Background: an optimization exercise with open tools, aiming at small area, a short achievable clock period and few clock cycles per item. Do not read the settings as production practice.
Only simulation tests tie the RTL to the original design; equivalence was not proved.
Power is estimated from default activity; no workload was simulated.

$ cat flow/run.sh
#!/bin/bash
# synth_recipe.tcl (not shown) runs the flow's synth.tcl, then flattens the netlist and writes it again
# the make line also repeats each setting of config.mk as NAME=value (left out here)
make -C /OpenROAD-flow-scripts/flow DESIGN_CONFIG=/design/flow/config.mk WORK_HOME=/design/flow/orfs CLKGATE_MAP_FILE= SYNTH_SCRIPT=/design/flow/synth_recipe.tcl finish
$ cat flow/config.mk
export PLATFORM = sky130hd
export DESIGN_NAME = rv_core
export DESIGN_NICKNAME = rv_core
export VERILOG_FILES = /design/flow/design.v
export SDC_FILE = /design/flow/constraint.sdc
export NUM_CORES = 4
export LEC_CHECK = 0
export CAP_MARGIN = 20
export CORE_MARGIN = 2
export CORE_UTILIZATION = 35
export SETUP_SLACK_MARGIN = 3.0
export SLEW_MARGIN = 20
export TNS_END_PERCENT = 0
$ cat flow/design.v
package rv_pkg;
    localparam int XLEN       = 32;             
    localparam int REG_ADDR_W = 5;              
    localparam logic [6:0] OPC_OP     = 7'b0110011;   
    localparam logic [6:0] OPC_OP_IMM = 7'b0010011;   
    localparam int SEL_ADD  = 0;                
    localparam int SEL_SLT  = 1;
    localparam int SEL_SLTU = 2;
    localparam int SEL_XOR  = 3;
    localparam int SEL_OR   = 4;
    localparam int SEL_AND  = 5;
    localparam int SEL_SLL  = 6;
    localparam int SEL_SR   = 7;                
    localparam int SEL_W    = 8;
endpackage
import rv_pkg::*;
module rv_regfile (
    input  logic                  g_clk,
    input  logic                  i_rst,
    input  logic [31:1]           i_rs1_oh,
    input  logic [31:1]           i_rs2_oh,
    output logic [XLEN-1:0]       o_rs1_data,
    output logic [XLEN-1:0]       o_rs2_data,
    input  logic                  i_rd_wen,
    input  logic [REG_ADDR_W-1:0] i_rd_addr,
    input  logic [XLEN-1:0]       i_rd_wdata
);
    localparam int NREG = 2 ** REG_ADDR_W;
    logic [XLEN-1:0] regs [1:NREG-1];
    logic [XLEN-1:0] wdata;
    assign wdata = i_rst ? '0 : i_rd_wdata;
    for (genvar r = 1; r < NREG; r++) begin : g_reg
        always_ff @(posedge g_clk) begin
            if (i_rst || (i_rd_wen && i_rd_addr == r)) begin
                regs[r] <= wdata;
            end
        end
    end
    always_comb begin
        o_rs1_data = '0;
        o_rs2_data = '0;
        for (int r = 1; r < NREG; r++) begin
            o_rs1_data = o_rs1_data | ({XLEN{i_rs1_oh[r]}} & regs[r]);
            o_rs2_data = o_rs2_data | ({XLEN{i_rs2_oh[r]}} & regs[r]);
        end
    end
endmodule
import rv_pkg::*;
module rv_decode (
    input  logic [XLEN-1:0]   i_instr,
    output logic              o_is_imm,      
    output logic              o_illegal,
    output logic [SEL_W-1:0]  o_sel,         
    output logic              o_sub,         
    output logic              o_sra,         
    output logic [XLEN-1:0]   o_imm
);
    logic       is_op, is_imm, alt, zero7, legal;
    logic [2:0] f3;
    logic [6:0] f7;
    assign f3     = i_instr[14:12];
    assign f7     = i_instr[31:25];
    assign is_op  = i_instr[6:0] == OPC_OP;
    assign is_imm = i_instr[6:0] == OPC_OP_IMM;
    assign zero7  = f7 == 7'b0000000;
    assign alt    = f7 == 7'b0100000;
    always_comb begin
        if (is_op)
            legal = zero7 || (alt && (f3 == 3'b000 || f3 == 3'b101));
        else if (is_imm)
            legal = (f3 == 3'b001) ? zero7 :
                    (f3 == 3'b101) ? (zero7 || alt) : 1'b1;
        else
            legal = 1'b0;
    end
    always_comb begin
        o_sel = '0;
        case (f3)
            3'b000:  o_sel[SEL_ADD]  = legal;
            3'b001:  o_sel[SEL_SLL]  = legal;
            3'b010:  o_sel[SEL_SLT]  = legal;
            3'b011:  o_sel[SEL_SLTU] = legal;
            3'b100:  o_sel[SEL_XOR]  = legal;
            3'b101:  o_sel[SEL_SR]   = legal;
            3'b110:  o_sel[SEL_OR]   = legal;
            default: o_sel[SEL_AND]  = legal;
        endcase
    end
    assign o_imm     = {{(XLEN-12){i_instr[31]}}, i_instr[31:20]};
    assign o_is_imm  = is_imm;
    assign o_illegal = !legal;
    assign o_sub     = (f3 == 3'b000 && is_op && i_instr[30]) ||
                       f3 == 3'b010 || f3 == 3'b011;
    assign o_sra     = i_instr[30];
endmodule
import rv_pkg::*;
module rv_exec_stage (
    input  logic [XLEN-1:0]  i_a,
    input  logic [XLEN-1:0]  i_b,            
    input  logic [SEL_W-1:0] i_sel,          
    input  logic             i_sub,
    input  logic             i_sra,
    output logic [XLEN-1:0]  o_res
);
    logic [XLEN:0]   sum;                    
    logic [XLEN-1:0] sll, sr;
    logic [4:0]      sh;
    logic            lt_s, lt_u;
    logic [XLEN+1:0] sum_c;
    assign sum_c = {1'b0, i_a, 1'b1} + {1'b0, i_b, i_sub};
    assign sum   = sum_c[XLEN+1:1];
    assign lt_u = !sum[XLEN];
    assign lt_s = (i_a[XLEN-1] == i_b[XLEN-1]) ? i_a[XLEN-1] : sum[XLEN-1];
    assign sh  = i_b[4:0];
    assign sll = i_a << sh;
    assign sr  = $unsigned($signed({i_sra & i_a[XLEN-1], i_a}) >>> sh);
    logic t_ab, t_x;
    assign t_ab = i_sel[SEL_AND] | i_sel[SEL_OR];
    assign t_x  = i_sel[SEL_XOR] | i_sel[SEL_OR];
    assign o_res = ({XLEN{i_sel[SEL_ADD]}} & sum[XLEN-1:0]) |
                   ({XLEN{t_ab}}           & (i_a & i_b))   |
                   ({XLEN{t_x}}            & (i_a ^ i_b))   |
                   ({XLEN{i_sel[SEL_SLL]}} & sll)           |
                   ({XLEN{i_sel[SEL_SR]}}  & sr)            |
                   {{(XLEN-1){1'b0}}, (i_sel[SEL_SLT] & lt_s) | (i_sel[SEL_SLTU] & lt_u)};
endmodule
import rv_pkg::*;
module rv_pipe_ctrl #(
    parameter logic [XLEN-1:0] PC_RESET_ADDR = 32'h1000_0000
) (
    input  logic            g_clk,
    input  logic            i_rst,
    input  logic            i_instr_valid,
    output logic            o_instr_ready,
    input  logic            i_ret_ready,
    output logic            o_ret_valid,
    output logic            o_ex_valid,
    output logic            o_ex_load,       
    output logic            o_head,          
    output logic [1:0]      o_q_load,        
    output logic [XLEN-1:0] o_pc
);
    logic            ex_valid_q, head_q, tail_q;
    logic            nonempty_q, full_q;     
    logic            free_q;                 
    logic            xfer, room, ex_load;
    logic            nonempty_d, full_d;
    logic [XLEN-3:0] pc_q;                   
    assign xfer = nonempty_q && i_ret_ready;
    assign room          = free_q || i_ret_ready;
    assign ex_load       = i_instr_valid && room;
    assign o_instr_ready = room;
    assign o_ex_load     = ex_load;
    assign o_q_load      = {ex_valid_q && tail_q, ex_valid_q && !tail_q};
    assign o_head        = head_q;
    assign o_ret_valid   = nonempty_q;
    always_comb begin
        case ({ex_valid_q, xfer})
            2'b10:   begin nonempty_d = 1'b1;       full_d = nonempty_q; end
            2'b01:   begin nonempty_d = full_q;     full_d = 1'b0;       end
            default: begin nonempty_d = nonempty_q; full_d = full_q;     end
        endcase
    end
    always_ff @(posedge g_clk) begin
        if (i_rst) begin
            ex_valid_q <= 1'b0;
            nonempty_q <= 1'b0;
            full_q     <= 1'b0;
            free_q     <= 1'b1;
            head_q     <= 1'b0;
            tail_q     <= 1'b0;
        end else begin
            ex_valid_q <= ex_load;
            nonempty_q <= nonempty_d;
            full_q     <= full_d;
            free_q     <= !nonempty_d || (!full_d && !ex_load);
            if (xfer)       head_q <= !head_q;
            if (ex_valid_q) tail_q <= !tail_q;
        end
    end
    always_ff @(posedge g_clk) begin
        if (i_rst) begin
            pc_q <= PC_RESET_ADDR[XLEN-1:2];
        end else if (xfer) begin
            pc_q <= pc_q + 1'b1;
        end
    end
    assign o_pc       = {pc_q, 2'b00};
    assign o_ex_valid = ex_valid_q;
endmodule
import rv_pkg::*;
module rv_core_top #(
    parameter logic [XLEN-1:0] PC_RESET_ADDR = 32'h1000_0000
) (
    input  logic            g_clk,
    input  logic            i_rst,
    input  logic            i_instr_valid,
    input  logic [XLEN-1:0] i_instr,
    output logic            o_instr_ready,
    output logic            o_ret_valid,
    output logic [XLEN-1:0] o_ret_pc,
    output logic [XLEN-1:0] o_ret_instr,
    output logic [XLEN-1:0] o_ret_result,
    output logic            o_ret_rd_wen,
    output logic            o_ret_trap,
    input  logic            i_ret_ready
);
    logic ex_valid, ex_load, head;
    logic [1:0] q_load;
    logic [31:1]       rs1_oh, rs2_oh;
    logic              d_is_imm, d_illegal, d_sub, d_sra;
    logic [SEL_W-1:0]  d_sel;
    logic [XLEN-1:0]   d_imm, rf_a, rf_b, d_a, d_b;
    logic [4:0]        rs1, rs2;
    logic              fwd_ex_a, fwd_ex_b, fwd_wb_a, fwd_wb_b;
    logic [XLEN-1:0]   ex_a_q, ex_b_q, ex_instr_q;
    logic [SEL_W-1:0]  ex_sel_q;
    logic              ex_sub_q, ex_sra_q, ex_illegal_q, ex_wr_q;
    logic [XLEN-1:0]   ex_res;
    logic [XLEN-1:0]   q_instr_q [2];
    logic [XLEN-1:0]   q_result_q [2];
    logic              q_trap_q [2];
    logic              q_wen_q [2];
    logic [XLEN-1:0]   wb_data_q;
    logic [4:0]        wb_rd_q;
    logic              wb_pend_q;
    rv_pipe_ctrl #(
        .PC_RESET_ADDR (PC_RESET_ADDR)
    ) rv_pipe_ctrl_i (
        .g_clk         (g_clk),
        .i_rst         (i_rst),
        .i_instr_valid (i_instr_valid),
        .o_instr_ready (o_instr_ready),
        .i_ret_ready   (i_ret_ready),
        .o_ret_valid   (o_ret_valid),
        .o_ex_valid    (ex_valid),
        .o_ex_load     (ex_load),
        .o_head        (head),
        .o_q_load      (q_load),
        .o_pc          (o_ret_pc)
    );
    rv_decode rv_decode_i (
        .i_instr   (i_instr),
        .o_is_imm  (d_is_imm),
        .o_illegal (d_illegal),
        .o_sel     (d_sel),
        .o_sub     (d_sub),
        .o_sra     (d_sra),
        .o_imm     (d_imm)
    );
    assign rs1 = i_instr[19:15];
    assign rs2 = i_instr[24:20];
    always_comb begin
        for (int r = 1; r < 32; r++) begin
            rs1_oh[r] = rs1 == r;
            rs2_oh[r] = rs2 == r;
        end
    end
    rv_regfile rv_regfile_i (
        .g_clk      (g_clk),
        .i_rst      (i_rst),
        .i_rs1_oh   (rs1_oh),
        .i_rs2_oh   (rs2_oh),
        .o_rs1_data (rf_a),
        .o_rs2_data (rf_b),
        .i_rd_wen   (wb_pend_q),
        .i_rd_addr  (wb_rd_q),
        .i_rd_wdata (wb_data_q)
    );
    assign fwd_ex_a = ex_valid && ex_wr_q && ex_instr_q[11:7] == rs1;
    assign fwd_ex_b = ex_valid && ex_wr_q && ex_instr_q[11:7] == rs2 && !d_is_imm;
    assign fwd_wb_a = wb_pend_q && wb_rd_q == rs1;
    assign fwd_wb_b = wb_pend_q && wb_rd_q == rs2;
    assign d_a = fwd_ex_a ? ex_res : fwd_wb_a ? wb_data_q : rf_a;
    assign d_b = fwd_ex_b ? (ex_res ^ {XLEN{d_sub}}) :
                 ((d_is_imm ? d_imm : fwd_wb_b ? wb_data_q : rf_b) ^ {XLEN{d_sub}});
    always_ff @(posedge g_clk) begin
        ex_a_q       <= d_a;
        ex_b_q       <= d_b;
        ex_instr_q   <= i_instr;
        ex_sel_q     <= d_sel;
        ex_sub_q     <= d_sub;
        ex_sra_q     <= d_sra;
        ex_illegal_q <= d_illegal;
        ex_wr_q      <= !d_illegal && i_instr[11:7] != 5'd0;
    end
    rv_exec_stage rv_exec_stage_i (
        .i_a   (ex_a_q),
        .i_b   (ex_b_q),
        .i_sel (ex_sel_q),
        .i_sub (ex_sub_q),
        .i_sra (ex_sra_q),
        .o_res (ex_res)
    );
    for (genvar i = 0; i < 2; i++) begin : g_q
        always_ff @(posedge g_clk) begin
            if (q_load[i]) begin
                q_instr_q[i]  <= ex_instr_q;
                q_result_q[i] <= ex_res;
                q_trap_q[i]   <= ex_illegal_q;
                q_wen_q[i]    <= !ex_illegal_q;
            end
        end
    end
    always_ff @(posedge g_clk) begin
        wb_data_q <= ex_res;
        wb_rd_q   <= ex_instr_q[11:7];
    end
    always_ff @(posedge g_clk) begin
        if (i_rst) wb_pend_q <= 1'b0;
        else       wb_pend_q <= ex_valid && ex_wr_q;
    end
    assign o_ret_instr  = head ? q_instr_q[1]  : q_instr_q[0];
    assign o_ret_result = head ? q_result_q[1] : q_result_q[0];
    assign o_ret_rd_wen = head ? q_wen_q[1]    : q_wen_q[0];
    assign o_ret_trap   = head ? q_trap_q[1]   : q_trap_q[0];
endmodule
import rv_pkg::*;
module rv_core (
    input  logic                  g_clk,
    input  logic                  i_rst,           
    input  logic                  i_instr_valid,   
    input  logic [XLEN-1:0]       i_instr,
    output logic                  o_instr_ready,
    output logic                  o_ret_valid,     
    output logic [XLEN-1:0]       o_ret_pc,
    output logic [XLEN-1:0]       o_ret_instr,
    output logic [REG_ADDR_W-1:0] o_ret_rd,
    output logic [XLEN-1:0]       o_ret_result,
    output logic                  o_ret_rd_wen,
    output logic                  o_ret_trap,
    input  logic                  i_ret_ready
);
    rv_core_top #(
        .PC_RESET_ADDR (32'h1000_0000)
    ) rv_core_top_i (
        .g_clk         (g_clk),
        .i_rst         (i_rst),
        .i_instr_valid (i_instr_valid),
        .i_instr       (i_instr),
        .o_instr_ready (o_instr_ready),
        .o_ret_valid   (o_ret_valid),
        .o_ret_pc      (o_ret_pc),
        .o_ret_instr   (o_ret_instr),
        .o_ret_result  (o_ret_result),
        .o_ret_rd_wen  (o_ret_rd_wen),
        .o_ret_trap    (o_ret_trap),
        .i_ret_ready   (i_ret_ready)
    );
    assign o_ret_rd = o_ret_instr[11:7];
endmodule
$ cat flow/constraint.sdc
create_clock -name core_clock -period 5.0 [get_ports {g_clk}]
set_input_delay 1.0000 -clock core_clock [delete_from_list [all_inputs] [get_ports {g_clk}]]
set_output_delay 1.0000 -clock core_clock [all_outputs]
set_load 0.01 [all_outputs]
==> notes.md, run 1 <==
result of the run=finished clean; layout overhead on the synthesized area=22.7%; final worst clock skew=42.8 ps; level count of the clock H-tree=4; HPWL Detailed=184000 um; critical path endpoint category=register; ranking of synthesized cells by area=edfxtp_1 57%, a22oi_1 10%, dfxtp_1 6.1%; starting density of the core=0.351; PD cells=387 nW/um^2; TritonCTS clock tree=built; portion of total power attributed to combinational logic=0.165; slew at the pin closest to its max-slew limit=1240 ps; Worst VDD drop=0.386 mV; flops & latches, synth=1305; count of endpoints failing hold in the final timing report=0; Critical Path, Cell by Cell=clkbuf_4, buf_4, and2_4, and2_2, buf_12, a22o_1, a221oi_1, nand4_1, nor3_4, buf_4, a211o_1, a31oi_1, xnor2_1; mux share of post-synthesis cell area=0.0483; class of the worst hold path=register to register; fraction of power spent switching nets=0.294; DR vias=52100; post-synthesis cell count=4639; EDFF count, synth=1124; asr flop ratio synth=0; biggest fanout along the worst timing path=24; clock network fraction of design power=0.367; first-pass GRT wire length=400000 um; average wire length per cell after detail routing=40.7 um; Crit path largest cell delay=490 ps; number of distinct library cells after synthesis=85; post-detailed-routing wire length=299000 um; Max Cap Viol=0; Total Negative Setup Slacks=0 ps; Final period util=0.657; buffers added on ports=138; clock latency on the worst-skew pair=810 ps; Die Outline Area=173000 sq um; Worst path top cell family by delay=simple AND/OR/NAND/NOR gates; post-synthesis instance area=59400 sq um; internal power component=19.9 mW; fraction of the mapped netlist area in simple logic gates=0.0976; clock transition at the register clock pins on the worst setup and hold paths after CTS=60 ps; sequential share of power=0.468; sequential area share after synthesis=0.629; layout cell share with drive strength beyond 1=0.217; Avg Inst Size Synth=12.8 sq um; largest net degree at the start of global routing=77; count of routing violations after the opening detailed-route iteration=12800; RSZ-0062 raised after global routing=true; root buffer cell=clkbuf_16; area fraction of the dominant cell type after synthesis=0.568; critical-path cell with the highest stage delay=nor3_4; worst relative slew slack=0.174; standard-cell rows=151; standby leakage power=26.7 nW; Die Span Y=416 um; Compound-Gate Fraction of Synth Area=0.179; count of clock tree sinks=1305; startpoint-to-endpoint class of the critical path=primary input to register; post-cts hold buffer count=0; adder-cell share of the synthesized area=0.00792; clock buffer depth=3; drt first pass iters=13; Die W=416 um; Tmin final=3280 ps; initial antenna violation count=16; Final #Nets=5082; number of warning messages in the yosys log=9; Post-DRT Antenna Nets=0; Highest Clock Rate=305 MHz; total power=28.3 mW; number of remaining DRC errors=0; top-level port count=141; cts bufs inserted=139; CP Data Required Time=5670 ps; startpoint type of the worst setup path=primary input; cell type with the largest total area after synthesis=edfxtp_1; CP Data Arrival Time=3950 ps; Core Footprint=169000 sq um; Tot GR Track Use=0.332; via count of the first global-routing pass=47800; vias per std cell=7.08; reported net switching power=8.30 mW; number of setup violations in the final report=0; count of final max-slew check failures=0; GP Congestion=1.04; synthesized-area fraction occupied by xor and xnor cells=0.0122; prevailing post-synth register cell=edfxtp_1; cell seen most often among critical-path stages=buf_4; main combinational cell family by area after synthesis=compound AO/OA/AOI/OAI gates; GRT overflow=0; Worst Path Buf+Inv=4
[area by class of cell]
cell class / instances / area [sq um]
multi-input cells: 2950 / 22000
inverters: 37 / 146
clock inverters: 82 / 863
clock buffers: 176 / 3720
flip-flops and latches: 1305 / 37400
fillers: 15300 / 96200
diodes: 16 / 40.0
repair buffers: 576 / 5940
well taps: 2218 / 2780
[power groups by stage]
stage | clock [mW] | sequential [mW] | combinational [mW]
finish | 10.4 | 13.2 | 4.66
global route | 10.8 | 13.2 | 4.75
CTS | 10.4 | 13.1 | 4.18
detailed placement | 0 | 13.4 | 3.96
global placement | 0 | 13.4 | 3.95
floorplan | 0 | 13.0 | 2.41
[worst paths after layout]
path                                                                           to  depth (start not counted)  slack (ps)                            startpoint
worst max-delay path                             rv_core_top_i.ex_b_q[15]$_DFF_P_                         13        1720                           i_instr[20]
worst min-delay path                     rv_core_top_i.q_instr_q[0][19]$_DFFE_PP_                          0         420  rv_core_top_i.ex_instr_q[19]$_DFF_P_
worst max register to register  rv_core_top_i.rv_regfile_i.regs[21][15]$_DFFE_PP_                          3        1780      rv_core_top_i.wb_rd_q[4]$_DFF_P_
worst min register to register           rv_core_top_i.q_instr_q[0][19]$_DFFE_PP_                          0         420  rv_core_top_i.ex_instr_q[19]$_DFF_P_
[synthesized netlist by cell type, drive strengths merged, types with 26 or more instances]
cell / count
a22o: 36
o211ai: 38
a211oi: 27
a21oi: 104
clkbuf: 243
inv: 34
xnor2: 43
xor2: 40
and2: 37
a31oi: 26
edfxtp: 1124
o21ai: 106
a21o: 29
buf: 108
mux2i: 37
mux4: 66
a222oi: 74
dfxtp: 181
a2111oi: 26
ha: 36
a221oi: 43
nor2: 264
a22oi: 792
nor3: 61
and3: 110
nor2b: 40
nor4: 54
nand4: 57
nand3: 140
nand2: 368
mux2: 90
[routing by layer]
metal  track usage  wire length [um]
met5        0.0117               216
met4         0.231             28400
met3         0.150             50400
met2         0.475            121000
met1         0.395             98800
[flip-flops by register name, summed over array words and instances, names as in the netlist, 2 cells and up]
signal / count
rv_core_top_i.ex_a_q: 32
rv_core_top_i.ex_b_q: 32
rv_core_top_i.ex_instr_q: 32
rv_core_top_i.ex_sel_q: 8
rv_core_top_i.q_instr_q: 64
rv_core_top_i.q_result_q: 64
rv_core_top_i.q_trap_q: 2
rv_core_top_i.q_wen_q: 2
rv_core_top_i.rv_pipe_ctrl_i.pc_q: 30
rv_core_top_i.rv_regfile_i.regs: 992
rv_core_top_i.wb_data_q: 32
rv_core_top_i.wb_rd_q: 5
[through the flow]
stage	area, sq um	std cells	setup slack, ps	hold slack, ps	utilization
3_5_place_dp	66100	6961	35.6	413	0.391
3_3_place_gp	66000	6959	70.9	405	0.390
2_1_floorplan	59900	4640	2070	391	-
6_report	72900	7360	1720	425	0.431
5_1_grt	72900	7344	1790	436	0.431
4_1_cts	71900	7292	1790	426	0.425
[repair_timing]
item / CTS / global route
endpoints found under the setup margin: 2091 / 2132
endpoints found under the hold margin: 0 / 0
gates cloned: 6 / 4
buffers inserted: 67 / 48
gates resized for setup: 316 / 132
pin swaps: 29 / 31
[kinds of logic (layout without fill, tap and decap cells)]
| family | after synthesis | count (layout) |
|---|---|---|
| AOI/OAI and AO/OA | 1424 | 1424 |
| xor gates and xnor gates | 83 | 83 |
| adders and majority gates | 37 | 37 |
| buffers and inverters | 388 | 871 |
| DFF | 1305 | 1305 |
| muxes | 193 | 193 |
| other | 1 | 18 |
| and+or+nand+nor | 1208 | 1211 |
[layout by cell type (no fill, tap or decap), types with 66 or more instances in the layout]
cell type  synthesis  routed
clkbuf_16          0     142
nand3_1          140     127
and3_1           110     109
buf_4             12     326
mux4_2            66      66
nand2_1          368     365
edfxtp_1        1124    1124
buf_12             0      88
dfxtp_1          181     158
a21oi_1          103      96
o21ai_0          101      93
mux2_2            90      76
a222oi_1          74      74
nor2_1           264     227
a22oi_1          792     792
Testbench counts, summed over its fixed seeds: cycles 4,816, items 4,800.
==> run 2, diff against run 1 <==
--- a/flow/design.v
+++ b/flow/design.v
@@ -21,8 +21,7 @@
     input  logic [31:1]           i_rs2_oh,
     output logic [XLEN-1:0]       o_rs1_data,
     output logic [XLEN-1:0]       o_rs2_data,
-    input  logic                  i_rd_wen,
-    input  logic [REG_ADDR_W-1:0] i_rd_addr,
+    input  logic [31:1]           i_we_oh,       
     input  logic [XLEN-1:0]       i_rd_wdata
 );
     localparam int NREG = 2 ** REG_ADDR_W;
@@ -31,7 +30,7 @@
     assign wdata = i_rst ? '0 : i_rd_wdata;
     for (genvar r = 1; r < NREG; r++) begin : g_reg
         always_ff @(posedge g_clk) begin
-            if (i_rst || (i_rd_wen && i_rd_addr == r)) begin
+            if (i_rst || i_we_oh[r]) begin
                 regs[r] <= wdata;
             end
         end
@@ -137,10 +136,12 @@
     output logic            o_ex_valid,
     output logic            o_ex_load,       
     output logic            o_head,          
+    output logic            o_head_n,        
+    output logic [1:0]      o_qi_load,       
     output logic [1:0]      o_q_load,        
     output logic [XLEN-1:0] o_pc
 );
-    logic            ex_valid_q, head_q, tail_q;
+    logic            ex_valid_q, head_q, head_n_q, tail_q;
     logic            nonempty_q, full_q;     
     logic            free_q;                 
     logic            xfer, room, ex_load;
@@ -151,8 +152,10 @@
     assign ex_load       = i_instr_valid && room;
     assign o_instr_ready = room;
     assign o_ex_load     = ex_load;
+    assign o_qi_load     = {ex_load && (tail_q ^ ex_valid_q), ex_load && !(tail_q ^ ex_valid_q)};
     assign o_q_load      = {ex_valid_q && tail_q, ex_valid_q && !tail_q};
     assign o_head        = head_q;
+    assign o_head_n      = head_n_q;
     assign o_ret_valid   = nonempty_q;
     always_comb begin
         case ({ex_valid_q, xfer})
@@ -168,13 +171,17 @@
             full_q     <= 1'b0;
             free_q     <= 1'b1;
             head_q     <= 1'b0;
+            head_n_q   <= 1'b1;
             tail_q     <= 1'b0;
         end else begin
             ex_valid_q <= ex_load;
             nonempty_q <= nonempty_d;
             full_q     <= full_d;
             free_q     <= !nonempty_d || (!full_d && !ex_load);
-            if (xfer)       head_q <= !head_q;
+            if (xfer) begin
+                head_q   <= !head_q;
+                head_n_q <= head_q;
+            end
             if (ex_valid_q) tail_q <= !tail_q;
         end
     end
@@ -205,17 +212,18 @@
     output logic            o_ret_trap,
     input  logic            i_ret_ready
 );
-    logic ex_valid, ex_load, head;
-    logic [1:0] q_load;
+    logic ex_valid, ex_load, head, head_n;
+    logic [1:0] qi_load, q_load;
     logic [31:1]       rs1_oh, rs2_oh;
     logic              d_is_imm, d_illegal, d_sub, d_sra;
     logic [SEL_W-1:0]  d_sel;
     logic [XLEN-1:0]   d_imm, rf_a, rf_b, d_a, d_b;
     logic [4:0]        rs1, rs2;
     logic              fwd_ex_a, fwd_ex_b, fwd_wb_a, fwd_wb_b;
-    logic [XLEN-1:0]   ex_a_q, ex_b_q, ex_instr_q;
+    logic [XLEN-1:0]   ex_a_q, ex_b_q;
+    logic [4:0]        ex_rd_q;
     logic [SEL_W-1:0]  ex_sel_q;
-    logic              ex_sub_q, ex_sra_q, ex_illegal_q, ex_wr_q;
+    logic              ex_sub_q, ex_sra_q, ex_wr_q;
     logic [XLEN-1:0]   ex_res;
     logic [XLEN-1:0]   q_instr_q [2];
     logic [XLEN-1:0]   q_result_q [2];
@@ -224,6 +232,7 @@
     logic [XLEN-1:0]   wb_data_q;
     logic [4:0]        wb_rd_q;
     logic              wb_pend_q;
+    logic [31:1]       wb_we_q;          
     rv_pipe_ctrl #(
         .PC_RESET_ADDR (PC_RESET_ADDR)
     ) rv_pipe_ctrl_i (
@@ -236,6 +245,8 @@
         .o_ex_valid    (ex_valid),
         .o_ex_load     (ex_load),
         .o_head        (head),
+        .o_head_n      (head_n),
+        .o_qi_load     (qi_load),
         .o_q_load      (q_load),
         .o_pc          (o_ret_pc)
     );
@@ -263,12 +274,11 @@
         .i_rs2_oh   (rs2_oh),
         .o_rs1_data (rf_a),
         .o_rs2_data (rf_b),
-        .i_rd_wen   (wb_pend_q),
-        .i_rd_addr  (wb_rd_q),
+        .i_we_oh    (wb_we_q),
         .i_rd_wdata (wb_data_q)
     );
-    assign fwd_ex_a = ex_valid && ex_wr_q && ex_instr_q[11:7] == rs1;
-    assign fwd_ex_b = ex_valid && ex_wr_q && ex_instr_q[11:7] == rs2 && !d_is_imm;
+    assign fwd_ex_a = ex_valid && ex_wr_q && ex_rd_q == rs1;
+    assign fwd_ex_b = ex_valid && ex_wr_q && ex_rd_q == rs2 && !d_is_imm;
     assign fwd_wb_a = wb_pend_q && wb_rd_q == rs1;
     assign fwd_wb_b = wb_pend_q && wb_rd_q == rs2;
     assign d_a = fwd_ex_a ? ex_res : fwd_wb_a ? wb_data_q : rf_a;
@@ -277,11 +287,10 @@
     always_ff @(posedge g_clk) begin
         ex_a_q       <= d_a;
         ex_b_q       <= d_b;
-        ex_instr_q   <= i_instr;
+        ex_rd_q      <= i_instr[11:7];
         ex_sel_q     <= d_sel;
         ex_sub_q     <= d_sub;
         ex_sra_q     <= d_sra;
-        ex_illegal_q <= d_illegal;
         ex_wr_q      <= !d_illegal && i_instr[11:7] != 5'd0;
     end
     rv_exec_stage rv_exec_stage_i (
@@ -294,24 +303,33 @@
     );
     for (genvar i = 0; i < 2; i++) begin : g_q
         always_ff @(posedge g_clk) begin
+            if (qi_load[i]) begin
+                q_instr_q[i]  <= i_instr;
+                q_trap_q[i]   <= d_illegal;
+                q_wen_q[i]    <= !d_illegal;
+            end
             if (q_load[i]) begin
-                q_instr_q[i]  <= ex_instr_q;
                 q_result_q[i] <= ex_res;
-                q_trap_q[i]   <= ex_illegal_q;
-                q_wen_q[i]    <= !ex_illegal_q;
             end
         end
     end
     always_ff @(posedge g_clk) begin
         wb_data_q <= ex_res;
-        wb_rd_q   <= ex_instr_q[11:7];
+        wb_rd_q   <= ex_rd_q;
     end
     always_ff @(posedge g_clk) begin
-        if (i_rst) wb_pend_q <= 1'b0;
-        else       wb_pend_q <= ex_valid && ex_wr_q;
+        if (i_rst) begin
+            wb_pend_q <= 1'b0;
+            wb_we_q   <= '0;
+        end else begin
+            wb_pend_q <= ex_valid && ex_wr_q;
+            for (int r = 1; r < 32; r++) begin
+                wb_we_q[r] <= ex_valid && ex_wr_q && ex_rd_q == r;
+            end
+        end
     end
     assign o_ret_instr  = head ? q_instr_q[1]  : q_instr_q[0];
-    assign o_ret_result = head ? q_result_q[1] : q_result_q[0];
+    assign o_ret_result = head_n ? q_result_q[0] : q_result_q[1];
     assign o_ret_rd_wen = head ? q_wen_q[1]    : q_wen_q[0];
     assign o_ret_trap   = head ? q_trap_q[1]   : q_trap_q[0];
 endmodule
==> notes.md, run 2 <==
result of the run=finished clean; top cells by instance count after synthesis=1124 x edfxtp_1, 806 x a22oi_1, 422 x nand2_1, 258 x nor2_1, 232 x clkbuf_1; class of the worst hold path=register to register; root buffer cell=clkbuf_16; GRT overflow=0; Die Span Y=419 um; Avg Inst Size Synth=12.7 sq um; metal3 WL=46900 um; count of clock tree sinks=1310; level count of the clock H-tree=4; critical path endpoint category=register; area fraction of the dominant cell type after synthesis=0.561; cell type with the largest total area after synthesis=edfxtp_1; clock transition at the register clock pins on the worst setup and hold paths after CTS=60 ps; GP Congestion=1.00; smallest setup slack after layout=1790 ps; standby leakage power=26.9 nW; Highest Clock Rate=312 MHz; Final #Nets=5208; starting density of the core=0.351; biggest regs=rv_core_top_i.rv_regfile_i.regs (992), rv_core_top_i.q_instr_q (64), rv_core_top_i.q_result_q (64); Post-Route M1 WL=104000 um; number of setup violations in the final report=0; CP Data Arrival Time=3750 ps; HPWL Detailed=182000 um; slew at the pin closest to its max-slew limit=1250 ps; Worst VDD drop=0.319 mV; most common cell after layout, fill and taps aside=edfxtp_1; asr flop ratio synth=0; sequential area share after synthesis=0.623; Die Outline Area=175000 sq um; CP Data Required Time=5540 ps; EDFF count, synth=1124; flops & latches, synth=1310; number of standard cells in the final layout excluding fillers=7481; layout cell share with drive strength beyond 1=0.223; clock buffer depth=3; design area=73700 sq um; cts bufs inserted=143; reg-to-reg slack, setup=1790 ps; first-pass GRT wire length=404000 um; met2 layer wire length in the routed design=125000 um; initial antenna violation count=8; ranking of synthesized cells by area=edfxtp_1 56%, a22oi_1 10%, dfxtp_1 6.2%; largest net degree at the start of global routing=67; top-level port count=141; Core Footprint=171000 sq um; startpoint-to-endpoint class of the critical path=register to register; number of remaining DRC errors=0; layout overhead on the synthesized area=22.6%; vias per std cell=6.95; Final period util=0.641; final worst clock skew=57.3 ps; count of endpoints failing hold in the final timing report=0; buffers added on ports=138; number of distinct library cells after synthesis=95; clock latency on the worst-skew pair=830 ps; TritonCTS clock tree=built; Max Cap Viol=0; max FFs per register=992; Tmin final=3210 ps; Die W=419 um; instance area after placement=66200 sq um; Tot GR Track Use=0.335; top register by number of flip-flops=rv_core_top_i.rv_regfile_i.regs; Post-DRT Antenna Nets=0; prevailing post-synth register cell=edfxtp_1; biggest fanout along the worst timing path=9; post-synthesis cell count=4733; count of routing violations after the opening detailed-route iteration=11100; via count of the first global-routing pass=48400; worst relative slew slack=0.163; pre-CTS setup slack=-193 ps; top library cells by usage in the layout, fill and taps aside=1124 x edfxtp_1, 806 x a22oi_1, 416 x nand2_1, 350 x buf_4, 217 x nor2_1; dominant cell by count in the synthesized netlist=edfxtp_1; standard-cell rows=152; PD cells=396 nW/um^2; post-detailed-routing wire length=304000 um; average wire length per cell after detail routing=40.6 um; number of warning messages in the yosys log=9; RSZ-0062 raised after global routing=true; total power=29.2 mW; post-cts hold buffer count=0; drt first pass iters=14; DR vias=52000; highest routed metal layer=met5; post-synthesis instance area=60100 sq um; count of final max-slew check failures=0; startpoint type of the worst setup path=register; Post-Place Cells=7060
## run 2: kinds of logic after synthesis
family / count (synthesis) / share of synthesized area
xor gates and xnor gates: 79 / 0.0115
muxes: 222 / 0.0535
and+or+nand+nor: 1285 / 0.103
AOI/OAI and AO/OA: 1400 / 0.172
adders and majority gates: 39 / 0.00824
DFF: 1310 / 0.623
buffers and inverters: 397 / 0.0282
other: 1 / 0.0000624
## run 2: path summary, 6_finish.rpt
check / from / end / cells past startpoint
worst max-delay path: rv_core_top_i.ex_b_q[0]$_DFF_P_ / rv_core_top_i.q_result_q[1][21]$_DFFE_PP_ / 9
worst min-delay path: rv_core_top_i.ex_rd_q[4]$_DFF_P_ / rv_core_top_i.wb_rd_q[4]$_DFF_P_ / 0
worst min register to register: rv_core_top_i.ex_rd_q[4]$_DFF_P_ / rv_core_top_i.wb_rd_q[4]$_DFF_P_ / 0
worst max register to register: rv_core_top_i.ex_b_q[0]$_DFF_P_ / rv_core_top_i.q_result_q[1][21]$_DFFE_PP_ / 9
## run 2: worst max-delay path: stages, from the launching register on
cell and delay [ps]:
dfxtp_4 460, buf_6 170, clkbuf_16 170, mux4_2 510, mux2_2 290, and2_0 150
o21ai_0 370, o2111ai_1 300, a31oi_4 350, inv_1 160
## run 2: metal layers
metal | track usage | up-vias
met3 | 0.131 | 1549
met5 | 0 | -
li1 | - | 19800
met4 | 0.235 | 10
met2 | 0.483 | 5384
met1 | 0.408 | 25300
## run 2: layout make-up
type	count	area [sq um]
clock inverter	81	1030
sequential	1310	37500
antenna	5	12.5
tap	2233	2790
inverter	44	185
multi-input combinational	3029	22300
clock buffer	174	3820
fill	15700	97400
timing repair buffer	605	6030
## run 2: power by group
part	switching, mW	internal [mW]
clock	4.70	6.24
combinational	3.04	1.77
sequential	0.709	12.7
## run 2: what timing repair did
action,in CTS,in global routing
setup buffers,98,53
cloned,3,5
endpoints found under the setup margin,1232,1324
pin swaps,32,42
resized for setup,284,171
## run 2: per-stage QoR
stage	utilization	setup TNS, ps	hold slack [ps]
6_report	0.431	0	465
5_1_grt	0.431	0	497
3_5_place_dp	0.387	-193	446
4_1_cts	0.424	0	470
2_1_floorplan	-	0	361
3_3_place_gp	0.387	-385	450
Testbench counts of run 2, summed over its fixed seeds: cycles 4,816, items 4,800.
==> run 3, diff against run 2 <==
--- a/flow/design.v
+++ b/flow/design.v
@@ -99,29 +99,51 @@
     input  logic [SEL_W-1:0] i_sel,          
     input  logic             i_sub,
     input  logic             i_sra,
-    output logic [XLEN-1:0]  o_res
+    input  logic             i_xinv,         
+    output logic [XLEN-1:0]  o_res,          
+    output logic [XLEN-1:0]  o_sum,          
+    output logic [XLEN-1:0]  o_sum_x,        
+    output logic [XLEN-1:0]  o_other         
 );
-    logic [XLEN:0]   sum;                    
     logic [XLEN-1:0] sll, sr;
     logic [4:0]      sh;
     logic            lt_s, lt_u;
-    logic [XLEN+1:0] sum_c;
-    assign sum_c = {1'b0, i_a, 1'b1} + {1'b0, i_b, i_sub};
-    assign sum   = sum_c[XLEN+1:1];
-    assign lt_u = !sum[XLEN];
-    assign lt_s = (i_a[XLEN-1] == i_b[XLEN-1]) ? i_a[XLEN-1] : sum[XLEN-1];
+    logic [XLEN-1:0] g [0:5];
+    logic [XLEN-1:0] p [0:5];
+    logic [XLEN:0]   carry;
+    assign g[0] = i_a & i_b;
+    assign p[0] = i_a ^ i_b;
+    for (genvar l = 0; l < 5; l++) begin : g_ks
+        for (genvar i = 0; i < XLEN; i++) begin : g_bit
+            if (i >= (1 << l)) begin : g_op
+                assign g[l+1][i] = g[l][i] | (p[l][i] & g[l][i-(1<<l)]);
+                assign p[l+1][i] = p[l][i] & p[l][i-(1<<l)];
+            end else begin : g_pass
+                assign g[l+1][i] = g[l][i];
+                assign p[l+1][i] = p[l][i];
+            end
+        end
+    end
+    assign carry[0] = i_sub;
+    for (genvar i = 0; i < XLEN; i++) begin : g_carry
+        assign carry[i+1] = g[5][i] | (p[5][i] & i_sub);
+    end
+    assign o_sum   = p[0] ^ carry[XLEN-1:0];
+    assign o_sum_x = (p[0] ^ {XLEN{i_xinv}}) ^ carry[XLEN-1:0];
+    assign lt_u = !carry[XLEN];
+    assign lt_s = (i_a[XLEN-1] == i_b[XLEN-1]) ? i_a[XLEN-1] : o_sum[XLEN-1];
     assign sh  = i_b[4:0];
     assign sll = i_a << sh;
     assign sr  = $unsigned($signed({i_sra & i_a[XLEN-1], i_a}) >>> sh);
     logic t_ab, t_x;
     assign t_ab = i_sel[SEL_AND] | i_sel[SEL_OR];
     assign t_x  = i_sel[SEL_XOR] | i_sel[SEL_OR];
-    assign o_res = ({XLEN{i_sel[SEL_ADD]}} & sum[XLEN-1:0]) |
-                   ({XLEN{t_ab}}           & (i_a & i_b))   |
-                   ({XLEN{t_x}}            & (i_a ^ i_b))   |
-                   ({XLEN{i_sel[SEL_SLL]}} & sll)           |
-                   ({XLEN{i_sel[SEL_SR]}}  & sr)            |
-                   {{(XLEN-1){1'b0}}, (i_sel[SEL_SLT] & lt_s) | (i_sel[SEL_SLTU] & lt_u)};
+    assign o_other = ({XLEN{t_ab}}           & (i_a & i_b))   |
+                     ({XLEN{t_x}}            & p[0])          |
+                     ({XLEN{i_sel[SEL_SLL]}} & sll)           |
+                     ({XLEN{i_sel[SEL_SR]}}  & sr)            |
+                     {{(XLEN-1){1'b0}}, (i_sel[SEL_SLT] & lt_s) | (i_sel[SEL_SLTU] & lt_u)};
+    assign o_res = ({XLEN{i_sel[SEL_ADD]}} & o_sum) | o_other;
 endmodule
 import rv_pkg::*;
 module rv_pipe_ctrl #(
@@ -224,7 +246,8 @@
     logic [4:0]        ex_rd_q;
     logic [SEL_W-1:0]  ex_sel_q;
     logic              ex_sub_q, ex_sra_q, ex_wr_q;
-    logic [XLEN-1:0]   ex_res;
+    logic [XLEN-1:0]   ex_res, ex_sum, ex_sum_x, ex_other, nf_a, nf_b;
+    logic              fs_a, fs_b;
     logic [XLEN-1:0]   q_instr_q [2];
     logic [XLEN-1:0]   q_result_q [2];
     logic              q_trap_q [2];
@@ -281,9 +304,16 @@
     assign fwd_ex_b = ex_valid && ex_wr_q && ex_rd_q == rs2 && !d_is_imm;
     assign fwd_wb_a = wb_pend_q && wb_rd_q == rs1;
     assign fwd_wb_b = wb_pend_q && wb_rd_q == rs2;
-    assign d_a = fwd_ex_a ? ex_res : fwd_wb_a ? wb_data_q : rf_a;
-    assign d_b = fwd_ex_b ? (ex_res ^ {XLEN{d_sub}}) :
-                 ((d_is_imm ? d_imm : fwd_wb_b ? wb_data_q : rf_b) ^ {XLEN{d_sub}});
+    assign nf_a = fwd_wb_a ? wb_data_q : rf_a;
+    assign nf_b = (d_is_imm ? d_imm : fwd_wb_b ? wb_data_q : rf_b) ^ {XLEN{d_sub}};
+    assign fs_a = fwd_ex_a && ex_sel_q[SEL_ADD];
+    assign fs_b = fwd_ex_b && ex_sel_q[SEL_ADD];
+    assign d_a = ({XLEN{fs_a}}      & ex_sum)                      |
+                 ({XLEN{fwd_ex_a}}  & ex_other)                    |
+                 ({XLEN{!fwd_ex_a}} & nf_a);
+    assign d_b = ({XLEN{fs_b}}      & ex_sum_x)                    |
+                 ({XLEN{fwd_ex_b && !ex_sel_q[SEL_ADD]}} & (ex_other ^ {XLEN{d_sub}})) |
+                 ({XLEN{!fwd_ex_b}} & nf_b);
     always_ff @(posedge g_clk) begin
         ex_a_q       <= d_a;
         ex_b_q       <= d_b;
@@ -299,7 +329,11 @@
         .i_sel (ex_sel_q),
         .i_sub (ex_sub_q),
         .i_sra (ex_sra_q),
-        .o_res (ex_res)
+        .i_xinv  (d_sub),
+        .o_res   (ex_res),
+        .o_sum   (ex_sum),
+        .o_sum_x (ex_sum_x),
+        .o_other (ex_other)
     );
     for (genvar i = 0; i < 2; i++) begin : g_q
         always_ff @(posedge g_clk) begin
==> notes.md, run 3 <==
ranking of synthesized cells by area=edfxtp_1 56%, a22oi_1 10%, dfxtp_1 6.2%; top register by number of flip-flops=rv_core_top_i.rv_regfile_i.regs; flops & latches, synth=1310; average wire length per cell after detail routing=43.7 um; drt first pass iters=12; top library cells by usage in the layout, fill and taps aside=1124 x edfxtp_1, 834 x a22oi_1, 396 x buf_4, 358 x nand2_1, 209 x nor2_1; startpoint type of the worst setup path=primary input; number of remaining DRC errors=0; HPWL Detailed=212000 um; largest net degree at the start of global routing=88; post-synthesis cell count=4703; Tmin final=3170 ps; count of clock tree sinks=1310; final worst clock skew=59.0 ps; clock buffer depth=3; launch point of the worst reg-to-reg path=rv_core_top_i.ex_b_q[1]$_DFF_P_; number of distinct library cells after synthesis=92; number of setup violations in the final report=0; initial antenna violation count=15; standard-cell rows=151; layout cell share with drive strength beyond 1=0.235; slew at the pin closest to its max-slew limit=1250 ps; prevailing post-synth register cell=edfxtp_1; first element of the critical path=i_instr[15]; CP Data Required Time=5740 ps; Core Footprint=170000 sq um; RSZ-0062 raised after global routing=true; clock transition at the register clock pins on the worst setup and hold paths after CTS=60 ps; GP Congestion=1.05; result of the run=finished clean; top cells by instance count after synthesis=1124 x edfxtp_1, 835 x a22oi_1, 364 x nand2_1, 276 x nor2_1, 186 x dfxtp_1; Die Outline Area=175000 sq um; Highest Clock Rate=315 MHz; post-detailed-routing wire length=328000 um; Max Cap Viol=0; via count of the first global-routing pass=49800; layout overhead on the synthesized area=23.5%; CP endpoint=rv_core_top_i.ex_a_q[4]$_DFF_P_; PD cells=380 nW/um^2; Final #Nets=5239; count of final max-slew check failures=0; clock latency on the worst-skew pair=850 ps; count of endpoints failing hold in the final timing report=0; layout filler cell count=15400; top-level port count=141; Avg Inst Size Synth=12.8 sq um; CP Data Arrival Time=3910 ps; startpoint-to-endpoint class of the critical path=primary input to register; EDFF count, synth=1124; standby leakage power=26.7 nW; DR vias=52800; critical path endpoint category=register; cts bufs inserted=144; Die W=418 um; Worst Reg-to-Reg Cells=11; Post-DRT Antenna Nets=0; Worst VDD drop=0.283 mV; post-cts hold buffer count=0; TritonCTS clock tree=built; biggest regs=rv_core_top_i.rv_regfile_i.regs (992), rv_core_top_i.q_instr_q (64), rv_core_top_i.q_result_q (64); first-pass GRT wire length=434000 um; GRT overflow=0; asr flop ratio synth=0; sequential area share after synthesis=0.625; most common cell after layout, fill and taps aside=edfxtp_1; class of the worst hold path=register to register; max FFs per register=992; worst relative slew slack=0.170; buffers added on ports=138; total power=28.1 mW; count of routing violations after the opening detailed-route iteration=11200; starting density of the core=0.353; number of warning messages in the yosys log=12; Tot GR Track Use=0.363; Total Negative Setup Slacks=0 ps; post-synthesis instance area=60000 sq um; Final period util=0.635; Critical R2R Capture=rv_core_top_i.ex_b_q[0]$_DFF_P_; area fraction of the dominant cell type after synthesis=0.563; vias per std cell=7.04; level count of the clock H-tree=4; root buffer cell=clkbuf_16; dominant cell by count in the synthesized netlist=edfxtp_1; cell type with the largest total area after synthesis=edfxtp_1; reg-to-reg slack, setup=1840 ps; biggest fanout along the worst timing path=16; Die Span Y=418 um
[run 3: cell types whose count changed in the layout (fill, tap and decap cells not counted), moves of 28 or more]
cell	delta
a22oi_1	+28
and3_1	-56
buf_4	+46
mux4_2	-31
nand2_1	-58
nand3_1	-41
nand4_1	+63
nor4_1	-34
[run 3: worst min-delay path by stage]
stage,start,to,slack [ps],depth (start not counted)
floorplan,rv_core_top_i.ex_rd_q[2]$_DFF_P_,rv_core_top_i.wb_rd_q[2]$_DFF_P_,360,0
CTS,rv_core_top_i.ex_rd_q[4]$_DFF_P_,rv_core_top_i.wb_rd_q[4]$_DFF_P_,470,0
finish,rv_core_top_i.ex_rd_q[4]$_DFF_P_,rv_core_top_i.wb_rd_q[4]$_DFF_P_,480,0
global placement,rv_core_top_i.ex_rd_q[4]$_DFF_P_,rv_core_top_i.wb_rd_q[4]$_DFF_P_,470,0
detailed placement,rv_core_top_i.ex_rd_q[4]$_DFF_P_,rv_core_top_i.wb_rd_q[4]$_DFF_P_,460,0
global route,rv_core_top_i.ex_rd_q[4]$_DFF_P_,rv_core_top_i.wb_rd_q[4]$_DFF_P_,490,0
[run 3: cell families (layout without fill, tap and decap cells)]
logic type               count (synthesis)  count (layout)  share of synthesized area
AO/OA/AOI/OAI                         1437            1437                      0.178
flip-flops                            1310            1310                      0.625
AND/OR/NAND/NOR                       1211            1212                     0.0975
buffers and inverters                  381             958                     0.0295
multiplexers                           220             220                     0.0469
XOR/XNOR                               104             104                     0.0152
adder cells (fa/ha/maj)                 39              39                    0.00826
other                                    1               6                  0.0000625
[run 3: through the flow]
step	cell area (sq um)	hold WS [ps]	utilization	cells	worst slack [ps]
2_1_floorplan	60100	361	-	4704	2070
3_3_place_gp	66500	472	0.391	7074	-353
3_5_place_dp	66500	463	0.392	7077	-227
4_1_cts	73200	467	0.431	7474	1880
5_1_grt	74100	485	0.436	7501	1840
6_report	74100	476	0.436	7504	1830
[run 3: cell type report]
cell class                 instances  area, sq um  share of cell area
inverter                          33          140             0.00189
multi-input combinational       3014        22200               0.300
antenna                            4         10.0            0.000135
clock inverter                    79          817              0.0110
tap                             2218         2780              0.0375
sequential                      1310        37500               0.507
clock buffer                     185         3950              0.0534
timing repair buffer             661         6580              0.0888
[run 3: routing by layer]
metal | track usage | wire (um)
met4 | 0.262 | 31200
met1 | 0.435 | 111000
met2 | 0.527 | 135000
met5 | 0.00333 | 147
met3 | 0.147 | 50200
[run 3: power breakdown]
group	total [mW]	switching, mW	internal, mW	leakage (nW)
clock network	10.8	4.82	5.96	2.31
logic	4.48	2.90	1.58	11.4
registers	12.9	0.541	12.3	13.0
total	28.1	8.26	19.9	26.7
[run 3: timing repair]
action | CTS | global route
gates cloned | 4 | 1
hold endpoints to repair | 0 | 0
gates resized for setup | 384 | 173
pin swaps | 49 | 42
endpoints found under the setup margin | 1796 | 1126
buffers inserted | 129 | 23
[run 3: worst max-delay path, stage by stage]
cell and delay (ps):
clkdlybuf4s50_1 440, buf_6 170, or2_4 330, buf_4 160, nor2_4 460, buf_12 320
a22oi_1 130, nand2_1 100, nor4_2 50, and3_1 180, nand3_1 180, o21ai_2 150
a21oi_1 180
Testbench counts of run 3, summed over its fixed seeds: cycles 4,816, items 4,800.
==> run 4, diff against run 3 <==
--- a/flow/config.mk
+++ b/flow/config.mk
@@ -8,6 +8,8 @@
 export CAP_MARGIN = 20
 export CORE_MARGIN = 2
 export CORE_UTILIZATION = 35
+export CTS_CLUSTER_DIAMETER = 60
+export CTS_CLUSTER_SIZE = 30
 export SETUP_SLACK_MARGIN = 3.0
 export SLEW_MARGIN = 20
 export TNS_END_PERCENT = 0
==> notes.md, run 4 <==
DR vias=52700; buffers added on ports=138; vias per std cell=7.04; top register by number of flip-flops=rv_core_top_i.rv_regfile_i.regs; biggest regs=rv_core_top_i.rv_regfile_i.regs (992), rv_core_top_i.q_instr_q (64), rv_core_top_i.q_result_q (64); sequential area share after synthesis=0.625; PD cells=367 nW/um^2; average wire length per cell after detail routing=43.7 um; HPWL Detailed=212000 um; most common cell after layout, fill and taps aside=edfxtp_1; prevailing post-synth register cell=edfxtp_1; top-level port count=141; via count of the first global-routing pass=49400; RSZ-0062 raised after global routing=true; clock transition at the register clock pins on the worst setup and hold paths after CTS=80 ps; count of endpoints failing hold in the final timing report=0; clock latency on the worst-skew pair=820 ps; initial antenna violation count=21; GP Congestion=1.05; Final #Nets=5233; number of warning messages in the yosys log=12; slew at the pin closest to its max-slew limit=1270 ps; flops & latches, synth=1310; design area=73700 sq um; largest net degree at the start of global routing=88; pre-CTS setup slack=-227 ps; standby leakage power=26.6 nW; top library cells by usage in the layout, fill and taps aside=1124 x edfxtp_1, 831 x a22oi_1, 414 x buf_4, 357 x nand2_1, 209 x nor2_1; layout overhead on the synthesized area=22.9%; class of the worst hold path=register to register; Avg Inst Size Synth=12.8 sq um; GRT overflow=0; drt first pass iters=10; layout cell share with drive strength beyond 1=0.239; CP Data Required Time=5670 ps; count of clock tree sinks=1310; root buffer cell=clkbuf_16; EDFF count, synth=1124; CP Data Arrival Time=3850 ps; number of remaining DRC errors=0; TritonCTS clock tree=built; Highest Clock Rate=315 MHz; max FFs per register=992; instance area after placement=66500 sq um; Final period util=0.636; Tmin final=3180 ps; post-cts hold buffer count=0; count of final max-slew check failures=0; startpoint type of the worst setup path=primary input; startpoint-to-endpoint class of the critical path=primary input to register; final worst clock skew=75.0 ps; first-pass GRT wire length=433000 um; number of setup violations in the final report=0; cell type with the largest total area after synthesis=edfxtp_1; Die Outline Area=175000 sq um; standard-cell rows=151; post-detailed-routing wire length=327000 um; starting density of the core=0.353; critical path endpoint category=register; level count of the clock H-tree=3; Post-DRT Antenna Nets=0; clock buffer depth=3; count of routing violations after the opening detailed-route iteration=11700; total power=27.1 mW; worst relative slew slack=0.156; ranking of synthesized cells by area=edfxtp_1 56%, a22oi_1 10%, dfxtp_1 6.2%; Tot GR Track Use=0.362; Die Span Y=418 um; core occupancy in the finished layout=0.434; Max Cap Viol=0; cts bufs inserted=107; smallest setup slack after layout=1820 ps; number of distinct library cells after synthesis=92; biggest fanout along the worst timing path=16; dominant cell by count in the synthesized netlist=edfxtp_1; area fraction of the dominant cell type after synthesis=0.563; result of the run=finished clean; Worst VDD drop=0.283 mV; post-synthesis cell count=4703; top cells by instance count after synthesis=1124 x edfxtp_1, 835 x a22oi_1, 364 x nand2_1, 276 x nor2_1, 186 x dfxtp_1; asr flop ratio synth=0; Die W=418 um; Core Footprint=170000 sq um; post-synthesis instance area=60000 sq um
run 4: cell counts after synthesis:
Identical to the previous run, type by type.
run 4: repair_timing:
| item | in CTS | in global routing |
|---|---|---|
| cloned | 4 | 1 |
| resized for setup | 428 | 123 |
| setup buffers | 152 | 31 |
| setup endpoints to repair | 1857 | 1282 |
| pin swaps | 54 | 38 |
run 4: path summary, 6_finish.rpt:
path / start / to / slack (ps) / depth (start not counted)
max: i_instr[15] / rv_core_top_i.ex_a_q[7]$_DFF_P_ / 1820 / 13
min: rv_core_top_i.ex_rd_q[4]$_DFF_P_ / rv_core_top_i.wb_rd_q[4]$_DFF_P_ / 490 / 0
max reg2reg: rv_core_top_i.ex_b_q[1]$_DFF_P_ / rv_core_top_i.ex_b_q[8]$_DFF_P_ / 1860 / 10
min reg2reg: rv_core_top_i.ex_rd_q[4]$_DFF_P_ / rv_core_top_i.wb_rd_q[4]$_DFF_P_ / 490 / 0
run 4: final cells by class:
cell class / count / area, sq um
antenna: 14 / 35.0
clock buffer: 111 / 2710
clock inverter: 93 / 1360
fill: 15400 / 96100
inverter: 33 / 140
multi-input combinational: 3013 / 22200
sequential: 1310 / 37500
tap: 2218 / 2780
timing repair buffer: 693 / 6950
run 4: cell families after synthesis:
| family | share of synthesized area |
|---|---|
| compound gates | 0.178 |
| xor+xnor | 0.0152 |
| fa+ha+maj | 0.00826 |
| buf+inv | 0.0295 |
| flops | 0.625 |
| mux | 0.0469 |
| other cells | 0.0000625 |
| simple gates | 0.0975 |
run 4: where the power goes:
group          internal [mW]  switching, mW  leakage [nW]
registers               12.3          0.528          13.0
logic                   1.60           2.91          11.6
clock network           4.75           4.95          1.95
total                   18.7           8.39          26.6
run 4: worst max-delay path, stage by stage:
cell and delay, ps:
clkdlybuf4s50_1 450, buf_6 160, or2_4 290, buf_12 150
nor2_4 230, buf_12 300, buf_4 300, a22oi_1 90
nand2_1 90, nor3_2 60, nand3_1 100, o211ai_1 380
o21ai_1 220
run 4: routing by layer:
| layer | GRT usage | part of all wire |
|---|---|---|
| met3 | 0.139 | 0.15 |
| met5 | 0.00583 | 0.00068 |
| met1 | 0.439 | 0.34 |
| met4 | 0.265 | 0.094 |
| met2 | 0.523 | 0.41 |
run 4: per-stage QoR:
stage	setup TNS [ps]	hold slack (ps)	std cells
6_report	0	487	7485
5_1_grt	0	503	7473
4_1_cts	0	484	7437
3_5_place_dp	-504	463	7077
3_3_place_gp	-983	472	7074
2_1_floorplan	0	361	4704
==> run 5, diff against run 4 <==
--- a/flow/config.mk
+++ b/flow/config.mk
@@ -10,6 +10,7 @@
 export CORE_UTILIZATION = 35
 export CTS_CLUSTER_DIAMETER = 60
 export CTS_CLUSTER_SIZE = 30
+export PLACE_DENSITY = 0.7
 export SETUP_SLACK_MARGIN = 3.0
 export SLEW_MARGIN = 20
 export TNS_END_PERCENT = 0
==> notes.md, run 5 <==
result of the run=finished clean; Highest Clock Rate=310 MHz; Die Span Y=418 um; startpoint type of the worst setup path=primary input; final worst clock skew=76.2 ps; post-synthesis cell count=4703; cell type with the largest total area after synthesis=edfxtp_1; layout overhead on the synthesized area=23.7%; Crit path largest cell delay=460 ps; count of endpoints failing hold in the final timing report=0; Avg Inst Size Synth=12.8 sq um; Worst VDD drop=0.385 mV; drt first pass iters=17; HPWL Detailed=210000 um; top cells by instance count after synthesis=1124 x edfxtp_1, 835 x a22oi_1, 364 x nand2_1, 276 x nor2_1, 186 x dfxtp_1; core occupancy in the finished layout=0.437; CP Data Required Time=5710 ps; number of distinct library cells after synthesis=92; RSZ-0062 raised after global routing=true; clock buffer depth=3; buffers added on ports=138; clock latency on the worst-skew pair=800 ps; top library cells by usage in the layout, fill and taps aside=1124 x edfxtp_1, 833 x a22oi_1, 477 x buf_4, 352 x nand2_1, 208 x nor2_1; reg-to-reg slack, setup=1820 ps; Worst Path Buf+Inv=2; Tmin final=3230 ps; count of final max-slew check failures=0; Die Outline Area=175000 sq um; pre-CTS setup slack=-224 ps; starting density of the core=0.353; largest net degree at the start of global routing=88; cts bufs inserted=106; count of clock tree sinks=1310; GRT overflow=0; top-level port count=141; post-detailed-routing wire length=329000 um; number of setup violations in the final report=0; layout filler cell count=15300; Total Negative Setup Slacks=0 ps; most common cell after layout, fill and taps aside=edfxtp_1; clock transition at the register clock pins on the worst setup and hold paths after CTS=90 ps; area fraction of the dominant cell type after synthesis=0.563; Die W=418 um; smallest setup slack after layout=1770 ps; Critical Path, Cell by Cell=clkdlybuf4s50_1, nor4b_2, and3_2, nand2b_2, nand2_2, buf_4, a21oi_1, o22ai_1, o21ba_2, xor2_1; TritonCTS clock tree=built; number of remaining DRC errors=0; critical-path cell with the highest stage delay=clkdlybuf4s50_1; average wire length per cell after detail routing=43.6 um; count of routing violations after the opening detailed-route iteration=11300; layout cell share with drive strength beyond 1=0.252; via count of the first global-routing pass=50500; class of the worst hold path=register to register; worst relative slew slack=0.124; Post-Place Cells=7099; startpoint-to-endpoint class of the critical path=primary input to register; initial antenna violation count=18; Core Footprint=170000 sq um; root buffer cell=clkbuf_16; number of standard cells in the final layout excluding fillers=7537; post-cts hold buffer count=0; top register by number of flip-flops=rv_core_top_i.rv_regfile_i.regs; vias per std cell=7.18; final worst hold slack=468 ps; Post-DRT Antenna Nets=0; asr flop ratio synth=0; ranking of synthesized cells by area=edfxtp_1 56%, a22oi_1 10%, dfxtp_1 6.2%; prevailing post-synth register cell=edfxtp_1; Tot GR Track Use=0.363; standard-cell rows=151; post-synthesis instance area=60000 sq um; biggest regs=rv_core_top_i.rv_regfile_i.regs (992), rv_core_top_i.q_instr_q (64), rv_core_top_i.q_result_q (64); flops & latches, synth=1310; critical path endpoint category=register; sequential area share after synthesis=0.625; number of warning messages in the yosys log=12; Final #Nets=5284; GP Congestion=1.04; slew at the pin closest to its max-slew limit=1310 ps; max FFs per register=992; PD cells=364 nW/um^2; dominant cell by count in the synthesized netlist=edfxtp_1; EDFF count, synth=1124; biggest fanout along the worst timing path=7; Final period util=0.646; level count of the clock H-tree=3; Worst path top cell family by delay=simple AND/OR/NAND/NOR gates; first-pass GRT wire length=434000 um; CP Data Arrival Time=3940 ps; standby leakage power=26.7 nW; DR vias=54100; Max Cap Viol=0
==> run 5: cell types whose count changed in the layout (fill, tap and decap cells not counted), moves of 6 or more <==
cell	delta
clkinv_8	-7
clkbuf_2	-7
nand2_2	+6
ha_4	+8
buf_4	+63
mux2_2	-7
dlygate4sd2_1	-14
mux2_4	+7
buf_2	+17
buf_8	-11
==> run 5: final timing paths <==
kind | from | end | depth (start not counted)
max | i_instr[4] | rv_core_top_i.ex_b_q[20]$_DFF_P_ | 10
min | rv_core_top_i.ex_rd_q[4]$_DFF_P_ | rv_core_top_i.wb_rd_q[4]$_DFF_P_ | 0
max reg2reg | rv_core_top_i.ex_b_q[1]$_DFF_P_ | rv_core_top_i.ex_b_q[20]$_DFF_P_ | 12
min reg2reg | rv_core_top_i.ex_rd_q[4]$_DFF_P_ | rv_core_top_i.wb_rd_q[4]$_DFF_P_ | 0
==> run 5: where the power goes <==
part	total [mW]	switching [mW]	internal (mW)
logic	4.75	3.04	1.71
clock network	9.44	4.96	4.48
registers	12.8	0.502	12.3
total	27.0	8.50	18.5
==> run 5: metal layers <==
metal / GRT usage / part of all wire / up-vias / wire [um]
met2: 0.515 / 0.40 / 6036 / 133000
met5: 0.00111 / 0.00084 / - / 276
met1: 0.418 / 0.32 / 26100 / 106000
met3: 0.170 / 0.17 / 2012 / 54300
li1: - / - / 19900 / -
met4: 0.293 / 0.11 / 26 / 35400
==> run 5: layout make-up <==
cell class / instances / area, sq um / share of cell area
Antenna cell: 16 / 40.0 / 0.000540
Inverter: 33 / 138 / 0.00186
Timing Repair Buffer: 741 / 7250 / 0.0978
Multi-Input combinational cell: 3017 / 22500 / 0.303
Tap cell: 2218 / 2780 / 0.0374
Clock inverter: 90 / 1200 / 0.0162
Clock buffer: 112 / 2700 / 0.0364
Sequential cell: 1310 / 37600 / 0.506
==> run 5: logic make-up after synthesis <==
logic type,share of synthesized area
AO/OA/AOI/OAI,0.178
other,0.0000625
buffers and inverters,0.0295
flip-flops,0.625
XOR/XNOR,0.0152
multiplexers,0.0469
adder cells (fa/ha/maj),0.00826
AND/OR/NAND/NOR,0.0975
==> run 5: per-stage QoR <==
stage / total power, mW / cell area (sq um)
after floorplan: 15.0 / 60100
after detailed placement: 16.9 / 66600
final: 27.0 / 74200
after CTS: 26.5 / 73500
after global placement: 16.9 / 66600
after global routing: 27.4 / 74100
==> run 5: worst register-to-register path, stage by stage (launching register included) <==
cell      delay, ps
dfxtp_4         390
buf_12          120
buf_12          150
mux2i_4         420
nand2_1         100
nand2_1         180
a21oi_2         160
a222oi_1        660
o211ai_1        190
buf_4           220
o22ai_1         150
o21ba_2         180
xor2_1          140
==> run 5: repair_timing <==
action | CTS | global route
pin swaps | 77 | 34
cloned | 12 | 1
setup buffers | 178 | 26
endpoints found under the setup margin | 1841 | 1823
gates resized for setup | 551 | 85

==> static timing again, ports no longer ideal <==
Ports are ideal in the flow. The routed layouts listed here were re-timed in OpenROAD.
Step 1 (the two cells are an assumption about what drives the block):
set clk [get_ports {g_clk}]
set_driving_cell -lib_cell sky130_fd_sc_hd__clkbuf_16 $clk
set_driving_cell -lib_cell sky130_fd_sc_hd__buf_2 [delete_from_list [all_inputs] $clk]
Step 2 times the ports against the registers' clock, not the clock port: input delays grow and output delays shrink by t, the midpoint of the rising clock arrivals with the driver on.
a / b / c = ideal ports / drivers / drivers and shift; a / b = the first two.
| run | t (ns) | setup slack, ns | hold WS [ns] | latest minus earliest clock arrival (ns) | worst register clock-pin slew, ns |
|---|---|---|---|---|---|
| run 1 | 0.873 | 1.717 / 1.753 / 0.900 | 0.425 / 0.425 / 0.425 | 0.052 / 0.051 | 0.07 / 0.07 |
| run 2 | 0.883 | 1.793 / 1.793 / 0.998 | 0.465 / 0.465 / 0.465 | 0.061 / 0.061 | 0.07 / 0.07 |
| run 3 | 0.906 | 1.827 / 1.828 / 0.985 | 0.476 / 0.476 / 0.476 | 0.060 / 0.060 | 0.08 / 0.08 |
| run 4 | 0.867 | 1.821 / 1.856 / 1.021 | 0.487 / 0.487 / 0.487 | 0.088 / 0.088 | 0.10 / 0.10 |
| run 5 | 0.845 | 1.770 / 1.821 / 0.976 | 0.468 / 0.468 / 0.468 | 0.078 / 0.078 | 0.10 / 0.10 |
After both steps setup and hold are still met in every run listed. The setup slack of run 3, which loses most, moves by +0.001 ns with the drivers and by -0.842 ns with both steps.
